Background: an optimization exercise with open tools, aiming at small area, a short achievable clock period and few clock cycles per item. Do not read the settings as production practice. Power and IR drop assume default switching activity.

## the previous run
==> flow/design.v <==
package iirl_pkg;
	localparam int CAPACITY_DEF    = 16;
	localparam int VALUE_WIDTH_DEF = 32;
	typedef enum logic [1:0] {
		FUNC_READ   = 2'd0,
		FUNC_INSERT = 2'd1,
		FUNC_REMOVE = 2'd2,
		FUNC_FILL   = 2'd3
	} func_t;
	typedef enum logic [1:0] {
		STAT_OK    = 2'd0,
		STAT_RANGE = 2'd1,
		STAT_FULL  = 2'd2
	} status_t;
	typedef struct packed {
		logic load;
		logic exec;
	} iirl_cmd_t;
endpackage
module iirl_ctrl (
	input  logic clk,
	input  logic arst_n,
	input  logic req_valid,
	output logic req_ready,
	output logic rsp_valid,
	input  logic rsp_ready,
	output logic q_free,    
	output logic exec,      
	output logic o_from_x,  
	output logic o_from_k,  
	output logic k_load,    
	output logic k_busy     
);
	logic q_valid, o_valid, k_valid;
	logic q_valid_d, o_valid_d, k_valid_d;
	logic ready_q, rsp_valid_q;    
	logic take;
	assign take      = o_valid & rsp_ready;
	assign exec      = q_valid & ~k_valid;
	assign q_free    = ~q_valid | ~k_valid;
	assign req_ready = ready_q;
	assign rsp_valid = rsp_valid_q;
	assign o_from_k  = k_valid & take;
	assign o_from_x  = exec & (~o_valid | take);
	assign k_load    = exec & o_valid & ~take;
	assign k_busy    = k_valid;
	assign q_valid_d = (q_free & req_valid) | (q_valid & ~exec);
	assign o_valid_d = o_from_k | o_from_x | (o_valid & ~take);
	assign k_valid_d = k_load | (k_valid & ~take);
	always_ff @(posedge clk or negedge arst_n) begin
		if (!arst_n) begin
			q_valid     <= 1'b0;
			o_valid     <= 1'b0;
			k_valid     <= 1'b0;
			ready_q     <= 1'b1;
			rsp_valid_q <= 1'b0;
		end else begin
			q_valid     <= q_valid_d;
			o_valid     <= o_valid_d;
			k_valid     <= k_valid_d;
			ready_q     <= ~q_valid_d | ~k_valid_d;
			rsp_valid_q <= o_valid_d;
		end
	end
endmodule
module iirl_dpath #(
	parameter int CAPACITY    = iirl_pkg::CAPACITY_DEF,
	parameter int VALUE_WIDTH = iirl_pkg::VALUE_WIDTH_DEF,
	localparam int CNT_W      = $clog2(CAPACITY + 1)
) (
	input  logic                   clk,
	input  logic                   arst_n,
	input  logic                   q_free,
	input  logic                   exec,
	input  logic                   o_from_x,
	input  logic                   o_from_k,
	input  logic                   k_load,
	input  logic                   k_busy,
	input  logic [1:0]             in_func,
	input  logic [CNT_W-1:0]       in_position,
	input  logic [VALUE_WIDTH-1:0] in_value,
	output logic [VALUE_WIDTH-1:0] element,
	output logic [CNT_W-1:0]       count,
	output logic [1:0]             status
);
	localparam int IW = $clog2(CAPACITY);
	localparam logic [CNT_W-1:0] CAP_C = CNT_W'(CAPACITY);
	localparam logic [IW-1:0]    LAST  = IW'(CAPACITY - 1);
	function automatic logic gt5(input logic [CNT_W-1:0] a, input logic [CNT_W-1:0] b);
		logic r;
		r = 1'b0;
		for (int i = 0; i < CNT_W; i++) r = (a[i] & ~b[i]) | (~(a[i] ^ b[i]) & r);
		gt5 = r;
	endfunction
	logic [CNT_W-1:0]       used_q, used_d;
	logic [CNT_W-1:0]       used_up, used_dn;    
	logic [IW-1:0]          ptr_q [CAPACITY];
	logic [VALUE_WIDTH-1:0] word_q [CAPACITY];
	logic [CNT_W-1:0]       pos_q;
	logic [VALUE_WIDTH-1:0] val_q;
	logic                   rd_ok, ins_ok, rem_ok, fill_ok;
	iirl_pkg::status_t      status_d;
	localparam int NC = 4;
	logic [CNT_W-1:0] cand [NC];
	logic [NC-1:0]    c_pick, c_lt, c_gt, c_full;
	assign cand[0] = used_q;
	assign cand[1] = used_up;
	assign cand[2] = used_dn;
	assign cand[3] = pos_q;
	assign c_pick[1] = exec & ins_ok;
	assign c_pick[2] = exec & rem_ok;
	assign c_pick[3] = exec & fill_ok;
	assign c_pick[0] = ~(c_pick[1] | c_pick[2] | c_pick[3]);
	for (genvar c = 0; c < NC; c++) begin : g_cmp
		assign c_lt[c]   = gt5(cand[c], in_position);
		assign c_gt[c]   = gt5(in_position, cand[c]);
		assign c_full[c] = (cand[c] == CAP_C);
	end
	logic              in_lt, in_gt, in_full;
	logic              in_rd, in_ins, in_rem, in_fill;
	iirl_pkg::status_t in_status;
	assign in_lt   = |(c_pick & c_lt);
	assign in_gt   = |(c_pick & c_gt);
	assign in_full = |(c_pick & c_full);
	always_comb begin
		in_status = iirl_pkg::STAT_OK;
		in_rd     = 1'b0;
		in_ins    = 1'b0;
		in_rem    = 1'b0;
		in_fill   = 1'b0;
		case (in_func)
			iirl_pkg::FUNC_READ: begin
				if (in_lt) in_rd = 1'b1;
				else in_status = iirl_pkg::STAT_RANGE;
			end
			iirl_pkg::FUNC_INSERT: begin
				if (in_gt) in_status = iirl_pkg::STAT_RANGE;
				else if (in_full) in_status = iirl_pkg::STAT_FULL;
				else in_ins = 1'b1;
			end
			iirl_pkg::FUNC_REMOVE: begin
				if (in_lt) in_rem = 1'b1;
				else in_status = iirl_pkg::STAT_RANGE;
			end
			default: begin
				if (gt5(in_position, CAP_C)) in_status = iirl_pkg::STAT_RANGE;
				else in_fill = 1'b1;
			end
		endcase
	end
	always_ff @(posedge clk) begin
		if (q_free) begin
			pos_q    <= in_position;
			val_q    <= in_value;
			rd_ok    <= in_rd;
			ins_ok   <= in_ins;
			rem_ok   <= in_rem;
			fill_ok  <= in_fill;
			status_d <= in_status;
		end
	end
	logic elem_d;
	assign elem_d = rd_ok | rem_ok;
	always_comb begin
		used_d = used_q;
		if (ins_ok) used_d = used_up;
		if (rem_ok) used_d = used_dn;
		if (fill_ok) used_d = pos_q;
	end
	always_ff @(posedge clk or negedge arst_n) begin
		if (!arst_n) begin
			used_q  <= '0;
			used_up <= CNT_W'(1);
			used_dn <= '1;
		end else if (exec) begin
			used_q <= used_d;
			if (ins_ok) begin
				used_up <= used_up + CNT_W'(1);
				used_dn <= used_q;
			end else if (rem_ok) begin
				used_up <= used_q;
				used_dn <= used_dn - CNT_W'(1);
			end else if (fill_ok) begin
				used_up <= pos_q + CNT_W'(1);
				used_dn <= pos_q - CNT_W'(1);
			end
		end
	end
	logic [IW-1:0] x, last_slot, rd_slot;
	assign x         = pos_q[IW-1:0];
	assign last_slot = ptr_q[CAPACITY-1];
	for (genvar i = 0; i < CAPACITY; i++) begin : g_ptr
		localparam int PREV = (i == 0) ? 0 : i - 1;
		localparam int NEXT = (i == CAPACITY - 1) ? i : i + 1;
		logic at_x, above_x;
		assign at_x    = (x == IW'(i));
		assign above_x = (IW'(i) > x);
		always_ff @(posedge clk or negedge arst_n) begin
			if (!arst_n) begin
				ptr_q[i] <= IW'(i);
			end else if (exec) begin
				if (ins_ok) begin
					if (at_x) ptr_q[i] <= last_slot;
					else if (above_x) ptr_q[i] <= ptr_q[PREV];
				end else if (rem_ok) begin
					if (i == CAPACITY - 1) ptr_q[i] <= rd_slot;
					else if (at_x || above_x) ptr_q[i] <= ptr_q[NEXT];
				end
			end
		end
	end
	for (genvar s = 0; s < CAPACITY; s++) begin : g_word
		always_ff @(posedge clk) begin
			if (exec && (fill_ok || (ins_ok && last_slot == IW'(s))))
				word_q[s] <= val_q;
		end
	end
	logic [IW-1:0] p, src, idx;
	logic          rd_en, ld_rd;
	assign p = in_position[IW-1:0];
	always_comb begin
		src = p;
		if (exec && ins_ok) begin
			if (p == x) src = LAST;
			else if (p > x) src = p - IW'(1);
		end else if (exec && rem_ok) begin
			if (p == LAST) src = x;
			else if (p >= x) src = p + IW'(1);
		end
	end
	assign idx   = q_free ? src : x;
	assign ld_rd = k_busy ? o_from_k : !k_load;
	always_ff @(posedge clk) begin
		if (ld_rd) begin
			rd_slot <= ptr_q[idx];
			rd_en   <= q_free ? (in_rd | in_rem) : elem_d;
		end
	end
	logic [VALUE_WIDTH-1:0] rd_word;
	always_comb begin
		rd_word = '0;
		for (int s = 0; s < CAPACITY; s++)
			if (rd_slot == IW'(s)) rd_word = rd_word | word_q[s];
	end
	iirl_pkg::status_t k_status;
	always_ff @(posedge clk) begin
		if (k_load) k_status <= status_d;
	end
	logic [VALUE_WIDTH-1:0] element_q;
	logic [CNT_W-1:0]       count_q;
	iirl_pkg::status_t      status_q;
	always_ff @(posedge clk) begin
		if (o_from_k || o_from_x) begin
			element_q <= rd_en ? rd_word : '0;
			count_q   <= k_busy ? used_q : used_d;
			status_q  <= k_busy ? k_status : status_d;
		end
	end
	assign element = element_q;
	assign count   = count_q;
	assign status  = status_q;
endmodule
module indexed_insert_remove_list #(
	parameter int CAPACITY    = iirl_pkg::CAPACITY_DEF,
	parameter int VALUE_WIDTH = iirl_pkg::VALUE_WIDTH_DEF,
	localparam int CNT_W      = $clog2(CAPACITY + 1)
) (
	input  logic                   clk,
	input  logic                   arst_n,
	input  logic                   req_valid,
	output logic                   req_ready,
	input  logic [1:0]             req_func,
	input  logic [CNT_W-1:0]       req_position,
	input  logic [VALUE_WIDTH-1:0] req_value,
	output logic                   rsp_valid,
	input  logic                   rsp_ready,
	output logic [VALUE_WIDTH-1:0] rsp_element,
	output logic [CNT_W-1:0]       rsp_count,
	output logic [1:0]             rsp_status
);
	logic q_free, exec, o_from_x, o_from_k, k_load, k_busy;
	iirl_ctrl u_ctrl (
		.clk       (clk),
		.arst_n    (arst_n),
		.req_valid (req_valid),
		.req_ready (req_ready),
		.rsp_valid (rsp_valid),
		.rsp_ready (rsp_ready),
		.q_free    (q_free),
		.exec      (exec),
		.o_from_x  (o_from_x),
		.o_from_k  (o_from_k),
		.k_load    (k_load),
		.k_busy    (k_busy)
	);
	iirl_dpath #(
		.CAPACITY    (CAPACITY),
		.VALUE_WIDTH (VALUE_WIDTH)
	) u_dpath (
		.clk         (clk),
		.arst_n      (arst_n),
		.q_free      (q_free),
		.exec        (exec),
		.o_from_x    (o_from_x),
		.o_from_k    (o_from_k),
		.k_load      (k_load),
		.k_busy      (k_busy),
		.in_func     (req_func),
		.in_position (req_position),
		.in_value    (req_value),
		.element     (rsp_element),
		.count       (rsp_count),
		.status      (rsp_status)
	);
endmodule
==> flow/config.mk <==
export PLATFORM = sky130hd
export DESIGN_NAME = indexed_insert_remove_list
export DESIGN_NICKNAME = indexed_insert_remove_list
export VERILOG_FILES = /design/flow/design.v
export SDC_FILE = /design/flow/constraint.sdc
export NUM_CORES = 4
export LEC_CHECK = 0
export CAP_MARGIN = 20
export CELL_PAD_IN_SITES_DETAIL_PLACEMENT = 1
export CELL_PAD_IN_SITES_GLOBAL_PLACEMENT = 1
export CORE_MARGIN = 2
export CORE_UTILIZATION = 50
export CTS_BUF_LIST = sky130_fd_sc_hd__clkbuf_8
export SETUP_SLACK_MARGIN = 2.6
export SLEW_MARGIN = 20
==> flow/constraint.sdc <==
create_clock -name core_clock -period 5.0 [get_ports {clk}]
set_input_delay 1.0000 -clock core_clock [delete_from_list [all_inputs] [get_ports {clk}]]
set_output_delay 1.0000 -clock core_clock [all_outputs]
set_load 0.01 [all_outputs]
standard.sh (not shown) runs the stock make flow with config.mk's settings and CLKGATE_MAP_FILE= SYNTH_SCRIPT=/design/flow/synth_recipe.tcl, a recipe that flattens the netlist after the stock synthesis.
==> flow/flow/run.sh <==
#!/bin/bash
# The standard layout, with two settings the platform fixes changed:
# the port buffers are plain buffers rather than delay cells, and timing
# repair may resize cells across footprints.
set -euo pipefail
bash standard.sh MATCH_CELL_FOOTPRINT=0 "BUFFER_PORTS_ARGS=-buffer_cell sky130_fd_sc_hd__buf_2" finish > standard.log 2>&1
Modified inputs, the current run compared to the previous run
--- a/flow/design.v
+++ b/flow/design.v
@@ -86,6 +86,12 @@
 	localparam int IW = $clog2(CAPACITY);
 	localparam logic [CNT_W-1:0] CAP_C = CNT_W'(CAPACITY);
 	localparam logic [IW-1:0]    LAST  = IW'(CAPACITY - 1);
+	function automatic logic gt4(input logic [IW-1:0] a, input logic [IW-1:0] b);
+		logic r;
+		r = 1'b0;
+		for (int i = 0; i < IW; i++) r = (a[i] & ~b[i]) | (~(a[i] ^ b[i]) & r);
+		gt4 = r;
+	endfunction
 	function automatic logic gt5(input logic [CNT_W-1:0] a, input logic [CNT_W-1:0] b);
 		logic r;
 		r = 1'b0;
@@ -194,7 +200,7 @@
 		localparam int NEXT = (i == CAPACITY - 1) ? i : i + 1;
 		logic at_x, above_x;
 		assign at_x    = (x == IW'(i));
-		assign above_x = (IW'(i) > x);
+		assign above_x = gt4(IW'(i), x);
 		always_ff @(posedge clk or negedge arst_n) begin
 			if (!arst_n) begin
 				ptr_q[i] <= IW'(i);
@@ -215,25 +221,45 @@
 				word_q[s] <= val_q;
 		end
 	end
-	logic [IW-1:0] p, src, idx;
-	logic          rd_en, ld_rd;
-	assign p = in_position[IW-1:0];
+	logic [CAPACITY-1:0] p_oh, x_oh, src_oh;
+	logic                mv_ins, mv_rem, p_at_x, rd_en, ld_rd;
+	logic [IW-1:0]       look;
+	for (genvar i = 0; i < CAPACITY; i++) begin : g_oh
+		assign p_oh[i] = (in_position[IW-1:0] == IW'(i));
+		assign x_oh[i] = (x == IW'(i));
+	end
+	assign mv_ins = exec & ins_ok;
+	assign mv_rem = exec & rem_ok;
+	assign p_at_x = |(p_oh & x_oh);
+	for (genvar i = 0; i < CAPACITY; i++) begin : g_src
+		localparam int PREV = (i == 0) ? 0 : i - 1;
+		localparam int NEXT = (i == CAPACITY - 1) ? i : i + 1;
+		logic below_x, from_up, from_down;
+		assign below_x   = gt4(x, IW'(i));
+		assign from_up   = (i < CAPACITY - 1) && mv_ins && !below_x && p_oh[NEXT];
+		assign from_down = (i > 0) && mv_rem && !gt4(x, IW'(PREV)) && p_oh[PREV];
+		assign src_oh[i] = (p_oh[i] & (!(mv_ins | mv_rem) | below_x)) | from_up | from_down |
+			(mv_ins & (i == CAPACITY - 1) & p_at_x) |
+			(mv_rem & x_oh[i] & p_oh[CAPACITY-1]);
+	end
 	always_comb begin
-		src = p;
-		if (exec && ins_ok) begin
-			if (p == x) src = LAST;
-			else if (p > x) src = p - IW'(1);
-		end else if (exec && rem_ok) begin
-			if (p == LAST) src = x;
-			else if (p >= x) src = p + IW'(1);
+		look = '0;
+		for (int i = 0; i < CAPACITY; i++)
+			if (src_oh[i]) look = look | ptr_q[i];
+	end
+	logic [IW-1:0] q_slot;
+	logic          q_en;
+	always_ff @(posedge clk) begin
+		if (q_free) begin
+			q_slot <= look;
+			q_en   <= in_rd | in_rem;
 		end
 	end
-	assign idx   = q_free ? src : x;
 	assign ld_rd = k_busy ? o_from_k : !k_load;
 	always_ff @(posedge clk) begin
 		if (ld_rd) begin
-			rd_slot <= ptr_q[idx];
-			rd_en   <= q_free ? (in_rd | in_rem) : elem_d;
+			rd_slot <= q_free ? look : q_slot;
+			rd_en   <= q_free ? (in_rd | in_rem) : q_en;
 		end
 	end
 	logic [VALUE_WIDTH-1:0] rd_word;
Pin count of the biggest net entering global routing, the current run vs the previous run: up by a little under 10%. Maximum resistive drop on vdd grows by more than 10% when moving from the previous run to the current run. In the current run relative to the previous run, total non-filler cell area in the finished layout had gone up by a few percent. Lower utilization goes to the previous run over the current run. Sequential share of layout area is higher on the previous run. The current run vs the previous run: growth of design area from synthesis to finish up. Against the previous run, count of flip-flops and latches in the current run rose slightly. Looking at final worst-path setup slack, the current run sits above the previous run. Comparing the current run and the previous run, area after synthesis is lower on the previous run. [the current run] combinational group share of total power fell 1.0 points relative to the previous run.
No functional check of the RTL was part of any run of this note.

indexed_insert_remove_list, a different RTL version from the one above (not shown whole).
Size in the first run: about 2200 cells after synthesis, about 680 flip-flops, about 84 I/O pins, ~31000 sq um of cells after synthesis.
==> module iirl_dpath, before the edit <==
module iirl_dpath #(
	parameter int CAPACITY    = iirl_pkg::CAPACITY_DEF,
	parameter int VALUE_WIDTH = iirl_pkg::VALUE_WIDTH_DEF,
	localparam int CNT_W      = $clog2(CAPACITY + 1)
) (
	input  logic                   clk,
	input  logic                   arst_n,
	input  logic                   q_free,
	input  logic                   exec,
	input  logic                   o_from_x,
	input  logic                   o_from_k,
	input  logic                   k_load,
	input  logic                   k_busy,
	input  logic [1:0]             in_func,
	input  logic [CNT_W-1:0]       in_position,
	input  logic [VALUE_WIDTH-1:0] in_value,
	output logic [VALUE_WIDTH-1:0] element,
	output logic [CNT_W-1:0]       count,
	output logic [1:0]             status
);
	localparam int IW = $clog2(CAPACITY);
	localparam logic [CNT_W-1:0] CAP_C = CNT_W'(CAPACITY);
	localparam logic [IW-1:0]    LAST  = IW'(CAPACITY - 1);
	function automatic logic gt4(input logic [IW-1:0] a, input logic [IW-1:0] b);
		logic r;
		r = 1'b0;
		for (int i = 0; i < IW; i++) r = (a[i] & ~b[i]) | (~(a[i] ^ b[i]) & r);
		gt4 = r;
	endfunction
	function automatic logic gt5(input logic [CNT_W-1:0] a, input logic [CNT_W-1:0] b);
		logic r;
		r = 1'b0;
		for (int i = 0; i < CNT_W; i++) r = (a[i] & ~b[i]) | (~(a[i] ^ b[i]) & r);
		gt5 = r;
	endfunction
	logic [CNT_W-1:0]       used_q, used_d;
	logic [CNT_W-1:0]       used_up, used_dn;    
	logic [IW-1:0]          pos_of_q [CAPACITY];
	logic [VALUE_WIDTH-1:0] word_q [CAPACITY];
	logic [CNT_W-1:0]       pos_q;
	logic [VALUE_WIDTH-1:0] val_q;
	logic                   rd_ok, ins_ok, rem_ok, fill_ok;
	iirl_pkg::status_t      status_d;
	localparam int NC = 4;
	logic [CNT_W-1:0] cand [NC];
	logic [NC-1:0]    c_pick, c_lt, c_gt, c_full;
	assign cand[0] = used_q;
	assign cand[1] = used_up;
	assign cand[2] = used_dn;
	assign cand[3] = pos_q;
	assign c_pick[1] = exec & ins_ok;
	assign c_pick[2] = exec & rem_ok;
	assign c_pick[3] = exec & fill_ok;
	assign c_pick[0] = ~(c_pick[1] | c_pick[2] | c_pick[3]);
	for (genvar c = 0; c < NC; c++) begin : g_cmp
		assign c_lt[c]   = gt5(cand[c], in_position);
		assign c_gt[c]   = gt5(in_position, cand[c]);
		assign c_full[c] = (cand[c] == CAP_C);
	end
	logic              in_lt, in_gt, in_full;
	logic              in_rd, in_ins, in_rem, in_fill;
	iirl_pkg::status_t in_status;
	assign in_lt   = |(c_pick & c_lt);
	assign in_gt   = |(c_pick & c_gt);
	assign in_full = |(c_pick & c_full);
	always_comb begin
		in_status = iirl_pkg::STAT_OK;
		in_rd     = 1'b0;
		in_ins    = 1'b0;
		in_rem    = 1'b0;
		in_fill   = 1'b0;
		case (in_func)
			iirl_pkg::FUNC_READ: begin
				if (in_lt) in_rd = 1'b1;
				else in_status = iirl_pkg::STAT_RANGE;
			end
			iirl_pkg::FUNC_INSERT: begin
				if (in_gt) in_status = iirl_pkg::STAT_RANGE;
				else if (in_full) in_status = iirl_pkg::STAT_FULL;
				else in_ins = 1'b1;
			end
			iirl_pkg::FUNC_REMOVE: begin
				if (in_lt) in_rem = 1'b1;
				else in_status = iirl_pkg::STAT_RANGE;
			end
			default: begin
				if (gt5(in_position, CAP_C)) in_status = iirl_pkg::STAT_RANGE;
				else in_fill = 1'b1;
			end
		endcase
	end
	always_ff @(posedge clk) begin
		if (q_free) begin
			pos_q    <= in_position;
			val_q    <= in_value;
			rd_ok    <= in_rd;
			ins_ok   <= in_ins;
			rem_ok   <= in_rem;
			fill_ok  <= in_fill;
			status_d <= in_status;
		end
	end
	logic elem_d;
	assign elem_d = rd_ok | rem_ok;
	always_comb begin
		used_d = used_q;
		if (ins_ok) used_d = used_up;
		if (rem_ok) used_d = used_dn;
		if (fill_ok) used_d = pos_q;
	end
	always_ff @(posedge clk or negedge arst_n) begin
		if (!arst_n) begin
			used_q  <= '0;
			used_up <= CNT_W'(1);
			used_dn <= '1;
		end else if (exec) begin
			used_q <= used_d;
			if (ins_ok) begin
				used_up <= used_up + CNT_W'(1);
				used_dn <= used_q;
			end else if (rem_ok) begin
				used_up <= used_q;
				used_dn <= used_dn - CNT_W'(1);
			end else if (fill_ok) begin
				used_up <= pos_q + CNT_W'(1);
				used_dn <= pos_q - CNT_W'(1);
			end
		end
	end
	logic [IW-1:0] x;
	assign x = pos_q[IW-1:0];
	for (genvar s = 0; s < CAPACITY; s++) begin : g_slot
		logic [IW-1:0] v, nv, flip;
		logic [IW-1:0] same;
		logic at_last, at_x, above_x;
		assign v       = pos_of_q[s];
		assign same    = ~(v ^ x);
		assign at_last = &v;
		assign at_x    = &same;
		assign above_x = (v[3] & ~x[3]) | (same[3] & ((v[2] & ~x[2]) |
			(same[2] & ((v[1] & ~x[1]) | (same[1] & v[0] & ~x[0])))));
		assign flip[0] = 1'b1;
		assign flip[1] = ins_ok ? v[0] : ~v[0];
		assign flip[2] = ins_ok ? (v[0] & v[1]) : ~(v[0] | v[1]);
		assign flip[3] = ins_ok ? (v[0] & v[1] & v[2]) : ~(v[0] | v[1] | v[2]);
		assign nv = ins_ok ? (at_last ? x : v ^ flip) : (at_x ? LAST : v ^ flip);
		always_ff @(posedge clk or negedge arst_n) begin
			if (!arst_n) pos_of_q[s] <= IW'(s);
			else if (exec && (ins_ok || rem_ok) && (at_x || above_x)) pos_of_q[s] <= nv;
		end
		always_ff @(posedge clk) begin
			if (exec && (fill_ok || (ins_ok && at_last)))
				word_q[s] <= val_q;
		end
	end
	logic [IW-1:0] rd_pos;
	logic          rd_en;
	always_ff @(posedge clk) begin
		if (k_load) begin
			rd_pos <= rem_ok ? LAST : x;
			rd_en  <= elem_d;
		end else if (q_free && (!k_busy || o_from_k)) begin
			rd_pos <= in_position[IW-1:0];
			rd_en  <= in_rd | in_rem;
		end else if (o_from_k) begin
			rd_pos <= x;
			rd_en  <= elem_d;
		end
	end
	logic [VALUE_WIDTH-1:0] rd_word;
	always_comb begin
		rd_word = '0;
		for (int s = 0; s < CAPACITY; s++)
			if (pos_of_q[s] == rd_pos) rd_word = rd_word | word_q[s];
	end
	iirl_pkg::status_t k_status;
	always_ff @(posedge clk) begin
		if (k_load) k_status <= status_d;
	end
	logic [VALUE_WIDTH-1:0] element_q;
	logic [CNT_W-1:0]       count_q;
	iirl_pkg::status_t      status_q;
	always_ff @(posedge clk) begin
		if (o_from_k || o_from_x) begin
			element_q <= rd_en ? rd_word : '0;
			count_q   <= k_busy ? used_q : used_d;
			status_q  <= k_busy ? k_status : status_d;
		end
	end
	assign element = element_q;
	assign count   = count_q;
	assign status  = status_q;
endmodule
clock: 5.0 ns
lec_check: 0
cap_margin: 5
cell_pad_in_sites_detail_placement: 1
cell_pad_in_sites_global_placement: 1
core_margin: 2
core_utilization: 50
cts_buf_list: sky130_fd_sc_hd__clkbuf_8
setup_slack_margin: 2.75
slew_margin: 5
tns_end_percent: 5
Scripts as last shown in full above: flow/flow/run.sh
Then changed:
--- a/flow/design.v
+++ b/flow/design.v
@@ -189,57 +189,75 @@
 			end else if (fill_ok) begin
 				used_up <= pos_q + CNT_W'(1);
 				used_dn <= pos_q - CNT_W'(1);
 			end
 		end
 	end
-	logic [IW-1:0] x;
+	logic [IW-1:0]       x;
+	logic [CAPACITY-1:0] slot_at_x;    
 	assign x = pos_q[IW-1:0];
 	for (genvar s = 0; s < CAPACITY; s++) begin : g_slot
-		logic [IW-1:0] v, nv, flip;
-		logic [IW-1:0] same;
+		logic [IW-1:0] v, nv, step;
 		logic at_last, at_x, above_x;
 		assign v       = pos_of_q[s];
-		assign same    = ~(v ^ x);
 		assign at_last = &v;
-		assign at_x    = &same;
-		assign above_x = (v[3] & ~x[3]) | (same[3] & ((v[2] & ~x[2]) |
-			(same[2] & ((v[1] & ~x[1]) | (same[1] & v[0] & ~x[0])))));
-		assign flip[0] = 1'b1;
-		assign flip[1] = ins_ok ? v[0] : ~v[0];
-		assign flip[2] = ins_ok ? (v[0] & v[1]) : ~(v[0] | v[1]);
-		assign flip[3] = ins_ok ? (v[0] & v[1] & v[2]) : ~(v[0] | v[1] | v[2]);
-		assign nv = ins_ok ? (at_last ? x : v ^ flip) : (at_x ? LAST : v ^ flip);
+		assign at_x    = (v == x);
+		assign slot_at_x[s] = at_x;
+		assign above_x = gt4(v, x);
+		logic carry;
+		always_comb begin
+			carry = 1'b1;
+			for (int b = 0; b < IW; b++) begin
+				step[b] = v[b] ^ carry;
+				carry   = carry & (v[b] ^ ~ins_ok);
+			end
+		end
+		assign nv = ins_ok ? (at_last ? x : step) : (at_x ? LAST : step);
 		always_ff @(posedge clk or negedge arst_n) begin
 			if (!arst_n) pos_of_q[s] <= IW'(s);
 			else if (exec && (ins_ok || rem_ok) && (at_x || above_x)) pos_of_q[s] <= nv;
 		end
 		always_ff @(posedge clk) begin
 			if (exec && (fill_ok || (ins_ok && at_last)))
 				word_q[s] <= val_q;
 		end
 	end
-	logic [IW-1:0] rd_pos;
-	logic          rd_en;
+	logic [IW-1:0] p, src;
+	assign p = in_position[IW-1:0];
+	always_comb begin
+		src = p;
+		if (exec && ins_ok) begin
+			if (p == x) src = LAST;
+			else if (gt4(p, x)) src = p - IW'(1);
+		end else if (exec && rem_ok) begin
+			if (p == LAST) src = x;
+			else if (!gt4(x, p)) src = p + IW'(1);
+		end
+	end
+	logic [CAPACITY-1:0] rd_sel, slot_at_src;
+	logic                rd_en;
+	for (genvar s = 0; s < CAPACITY; s++) begin : g_src
+		assign slot_at_src[s] = (pos_of_q[s] == src);
+	end
 	always_ff @(posedge clk) begin
 		if (k_load) begin
-			rd_pos <= rem_ok ? LAST : x;
+			rd_sel <= slot_at_x;
 			rd_en  <= elem_d;
 		end else if (q_free && (!k_busy || o_from_k)) begin
-			rd_pos <= in_position[IW-1:0];
+			rd_sel <= slot_at_src;
 			rd_en  <= in_rd | in_rem;
 		end else if (o_from_k) begin
-			rd_pos <= x;
+			rd_sel <= slot_at_x;
 			rd_en  <= elem_d;
 		end
 	end
 	logic [VALUE_WIDTH-1:0] rd_word;
 	always_comb begin
 		rd_word = '0;
 		for (int s = 0; s < CAPACITY; s++)
-			if (pos_of_q[s] == rd_pos) rd_word = rd_word | word_q[s];
+			if (rd_sel[s]) rd_word = rd_word | word_q[s];
 	end
 	iirl_pkg::status_t k_status;
 	always_ff @(posedge clk) begin
 		if (k_load) k_status <= status_d;
 	end
 	logic [VALUE_WIDTH-1:0] element_q;
Effect:
- hold slack gains 110 ps
- total power is lower by 3.5%
- count of clock-buffer cells in the layout shrinks by 4
- setup slack degrades by 310 ps
- sequential power increases by about 0.5%
- non-clock buffer count drops by 44
- design area fell by 0.49%
- cell count rises by 2.1%
- die area rose by 1.0%
- combinational power fell by 11%
- via count went up by 4.2%
- utilization shrinks by 1.3 points
- sequential share of layout area increases by 1.2 points
- clock power goes up by about 4%
Function was not checked in any run of this note: the RTL went through the layout flow alone.

==> separate check: timing with driven ports <==
The flow's constraints put no driver on any port. The routed layouts listed below were extracted and timed again, unchanged, in two steps.
Step 1 assumes that a clkbuf_16 drives the clock port and a buf_2 every other input.
Step 2 times the ports against the registers' clock, not the clock port: input delays grow and output delays shrink by t, the midpoint of the rising clock arrivals with the driver on.
a / b / c = ideal ports / drivers / drivers and shift; a / b = the first two.
run | t (ns) | slack for setup (ns) | worst data-port slew with drivers (ns)
the previous run | 0.767 | 1.692 / 1.715 / 0.948 | 0.06
the current run | 0.770 | 2.226 / 2.226 / 1.524 | 0.05
the first run of note 2 | 0.772 | 2.511 / 2.511 / 1.851 | 0.04
the second run of note 2 | 0.773 | 2.197 / 2.197 / 1.424 | 0.06
After both steps setup and hold are still met in every run listed. The setup slack of the second run of note 2, which loses most, moves by 0.000 ns with the drivers and by -0.773 ns with both steps.
